Context: an optimization exercise on an open-source flow, tuned for small area and few clock cycles. The choices shown serve that exercise and are no tape-out recipe.
Function was checked by simulation only, so behaviour that the tests miss may differ from the original.

## ycbcrBlockTop
module ycbcrBlockTop (
    input  logic        clk,
    input  logic        rst_n,
    input  logic        enable,
    input  logic [63:0] rdData,
    output logic [10:0] rdAddr,
    output logic [10:0] wrAddr,
    output logic [63:0] wrData,
    output logic        wen,
    output logic        valid
);
    localparam logic [5:0] LastT = 6'd52;
    logic [5:0] t;
    logic [1:0] ph;      
    wire idle  = (t == 6'd0) | (t == LastT);
    wire start = enable & idle;
    always_ff @(posedge clk) begin
        if (!rst_n) begin
            t  <= 6'd0;
            ph <= 2'd0;
        end else if (start) begin
            t  <= 6'd1;
            ph <= 2'd1;
        end else if (idle) begin
            t  <= 6'd0;
            ph <= 2'd0;
        end else begin
            t  <= t + 6'd1;
            ph <= (ph == 2'd2) ? 2'd0 : ph + 2'd1;
        end
    end
    assign rdAddr = {5'd0, (t[5] & t[4]) ? 6'd0 : t};
    assign wrAddr = {5'd0, t - 6'd5};
    assign wen    = (t < 6'd5);
    assign valid  = (t == LastT);
    logic [63:0] s0, s1;
    logic [31:0] s2h;
    always_ff @(posedge clk) begin
        s0  <= rdData;
        s1  <= s0;
        s2h <= s1[31:0];
    end
    wire selLo = (ph == 2'd0);
    logic [31:0] yU, cbU, crU;
    for (genvar j = 0; j < 4; j++) begin : gU
        logic [7:0] r, g, b;
  ...
For scale: ~160 I/O pins.
clock: 8.0 ns
lec_check: 0
cap_margin: 20
core_margin: 2
core_utilization: 40
slew_margin: 20
synth_hierarchical: 1
synth_minimum_keep_size: 0
run.sh (not shown) runs the stock make flow with config.mk's settings and CLKGATE_MAP_FILE= SYNTH_SCRIPT=/design/flow/synth_recipe.tcl, a recipe that flattens the netlist after the stock synthesis.
Testbench counts at the start, summed over its fixed seeds: cycles 3,336.
Rerun with:
Settings changed: CTS_BUF_LIST set to sky130_fd_sc_hd__clkbuf_4.
Worst setup slack improved by 95 ps.
Synthesized area does not change.
First-iteration DRC count fell by 1.4%.
Die area does not change.
Cell count rose by 3.7%.

* * *

Another version of the RTL of ycbcrBlockTop (not shown whole).
For scale: ~1,900 cells after synthesis, about 370 flip-flops.
==> flow/design.v (excerpt) <==
module ycbcrBlockTop (
    input  logic        clk,
    input  logic        rst_n,
    input  logic        enable,
    input  logic [63:0] rdData,
    output logic [10:0] rdAddr,
    output logic [10:0] wrAddr,
    output logic [63:0] wrData,
    output logic        wen,
    output logic        valid
);
export LEC_CHECK = 0
export CAP_MARGIN = 20
export CORE_MARGIN = 2
export CORE_UTILIZATION = 40
export CTS_BUF_LIST = sky130_fd_sc_hd__clkbuf_8
export CTS_CLUSTER_DIAMETER = 60
export CTS_CLUSTER_SIZE = 20
export GPL_TIMING_DRIVEN = 0
export SLEW_MARGIN = 20
export SYNTH_HIERARCHICAL = 1
export SYNTH_MINIMUM_KEEP_SIZE = 0
create_clock -name core_clock -period 8.0 [get_ports {clk}]
standard.sh (not shown) runs the stock make flow with config.mk's settings and CLKGATE_MAP_FILE= SYNTH_SCRIPT=/design/flow/synth_recipe.tcl, a recipe that flattens the netlist after the stock synthesis.
==> flow/flow/run.sh <==
#!/bin/bash
# The standard layout (standard.sh: standard synthesis, floorplan, place, CTS, route),
# with two changes: the buffers that buffer_ports puts on every input and output port are
# sky130_fd_sc_hd__buf_1 cells instead of the default sky130_fd_sc_hd__clkdlybuf4s50_1, and
# CTS (same buffer list and clustering as config.mk) inserts no dummy loads.
# The whole make output goes to standard_flow.log; ORFS keeps each step's log in orfs/logs.
set -euo pipefail
export BUFFER_PORTS_ARGS="-buffer_cell sky130_fd_sc_hd__buf_1"
export CTS_ARGS="-sink_clustering_enable -repair_clock_nets -sink_clustering_size 20 -sink_clustering_max_diameter 60 -buf_list sky130_fd_sc_hd__clkbuf_8 -dont_use_dummy_load"
bash standard.sh > standard_flow.log 2>&1
The first run produced a clean layout.
Testbench counts at the start, summed over its fixed seeds: cycles 3,336.
==> next run, changes <==
--- a/flow/flow/run.sh
+++ b/flow/flow/run.sh
@@ -5 +5 @@
-# CTS (same buffer list and clustering as config.mk) inserts no dummy loads.
+# CTS (clkbuf_16 buffers, clusters of up to 30 sinks within 60 um) inserts no dummy loads.
@@ -9 +9 @@
-export CTS_ARGS="-sink_clustering_enable -repair_clock_nets -sink_clustering_size 20 -sink_clustering_max_diameter 60 -buf_list sky130_fd_sc_hd__clkbuf_8 -dont_use_dummy_load"
+export CTS_ARGS="-sink_clustering_enable -repair_clock_nets -sink_clustering_size 30 -sink_clustering_max_diameter 60 -buf_list sky130_fd_sc_hd__clkbuf_16 -dont_use_dummy_load"
- GPL_TIMING_DRIVEN: 0 -> default
Result: Synthesized area is unchanged; worst setup slack improves by 160 ps; final area fell by a few percent.
==> next run, changes <==
--- a/flow/flow/run.sh
+++ b/flow/flow/run.sh
@@ -5 +5 @@
-# CTS (clkbuf_16 buffers, clusters of up to 30 sinks within 60 um) inserts no dummy loads.
+# CTS (same buffer list and clustering as config.mk) inserts no dummy loads.
@@ -9 +9 @@
-export CTS_ARGS="-sink_clustering_enable -repair_clock_nets -sink_clustering_size 30 -sink_clustering_max_diameter 60 -buf_list sky130_fd_sc_hd__clkbuf_16 -dont_use_dummy_load"
+export CTS_ARGS="-sink_clustering_enable -repair_clock_nets -sink_clustering_size 20 -sink_clustering_max_diameter 60 -buf_list sky130_fd_sc_hd__clkbuf_8 -dont_use_dummy_load"
What happened: Routed wire length stays flat. Via count stays flat. Final area is lower by 1.1%. Non-clock buffer count is higher by 1. Final cell count barely changes. Count of clock-buffer cells in the layout is higher by 1. Global-route usage stays flat. Setup slack improved by 6.9 ps. Sequential cell count stays the same.
==> next run, changes <==
==> flow/flow/run.sh (replaced) <==
#!/bin/bash
# The standard layout (standard.sh: standard synthesis, floorplan, place, CTS, route),
# with one change: the buffers that buffer_ports puts on every input and output port are
# sky130_fd_sc_hd__buf_1 cells instead of the default sky130_fd_sc_hd__clkdlybuf4s50_1.
# The whole make output goes to standard_flow.log; ORFS keeps each step's log in orfs/logs.
set -euo pipefail
export BUFFER_PORTS_ARGS="-buffer_cell sky130_fd_sc_hd__buf_1"
bash standard.sh > standard_flow.log 2>&1
=> The changed run finished clean; synthesized cell count is unchanged; worst setup slack is about the same; design area rose by 1.7%; area after synthesis stays the same; die area stays the same; wire length is higher by 0.64%; clock skew goes down by 36 ps.

separate check: timing with driven ports:
In the flow no input, the clock included, has a driving cell. The finished layouts below were timed again as built, in two steps. Step 1 assumes that a clkbuf_16 drives the clock port and a buf_2 every other input. Step 2 adds t to the input delays and takes it off the output delays; t is the mean of the earliest and latest rising clock arrival at the registers after step 1. Input paths then give back, and output paths get back, about the clock's delay inside the block. Slacks: ideal ports / drivers / drivers and shift; pairs: ideal ports / drivers.
run | t, ns | setup slack, ns | worst register clock-pin slew, ns
the first run of note 1 | 0.623 | 0.161 / 0.103 / 0.336 | 0.07 / 0.07
the second run of note 1 | 0.871 | 0.256 / 0.201 / 0.337 | 0.07 / 0.07
the first run of note 2 | 0.681 | 0.075 / 0.020 / 0.284 | 0.12 / 0.12
the second run of note 2 | 0.611 | 0.232 / 0.179 / 0.348 | 0.09 / 0.09
the third run of note 2 | 0.659 | 0.239 / 0.189 / 0.324 | 0.12 / 0.12
the fourth run of note 2 | 0.691 | 0.237 / 0.188 / 0.341 | 0.11 / 0.11
After both steps every run listed still meets setup and hold.
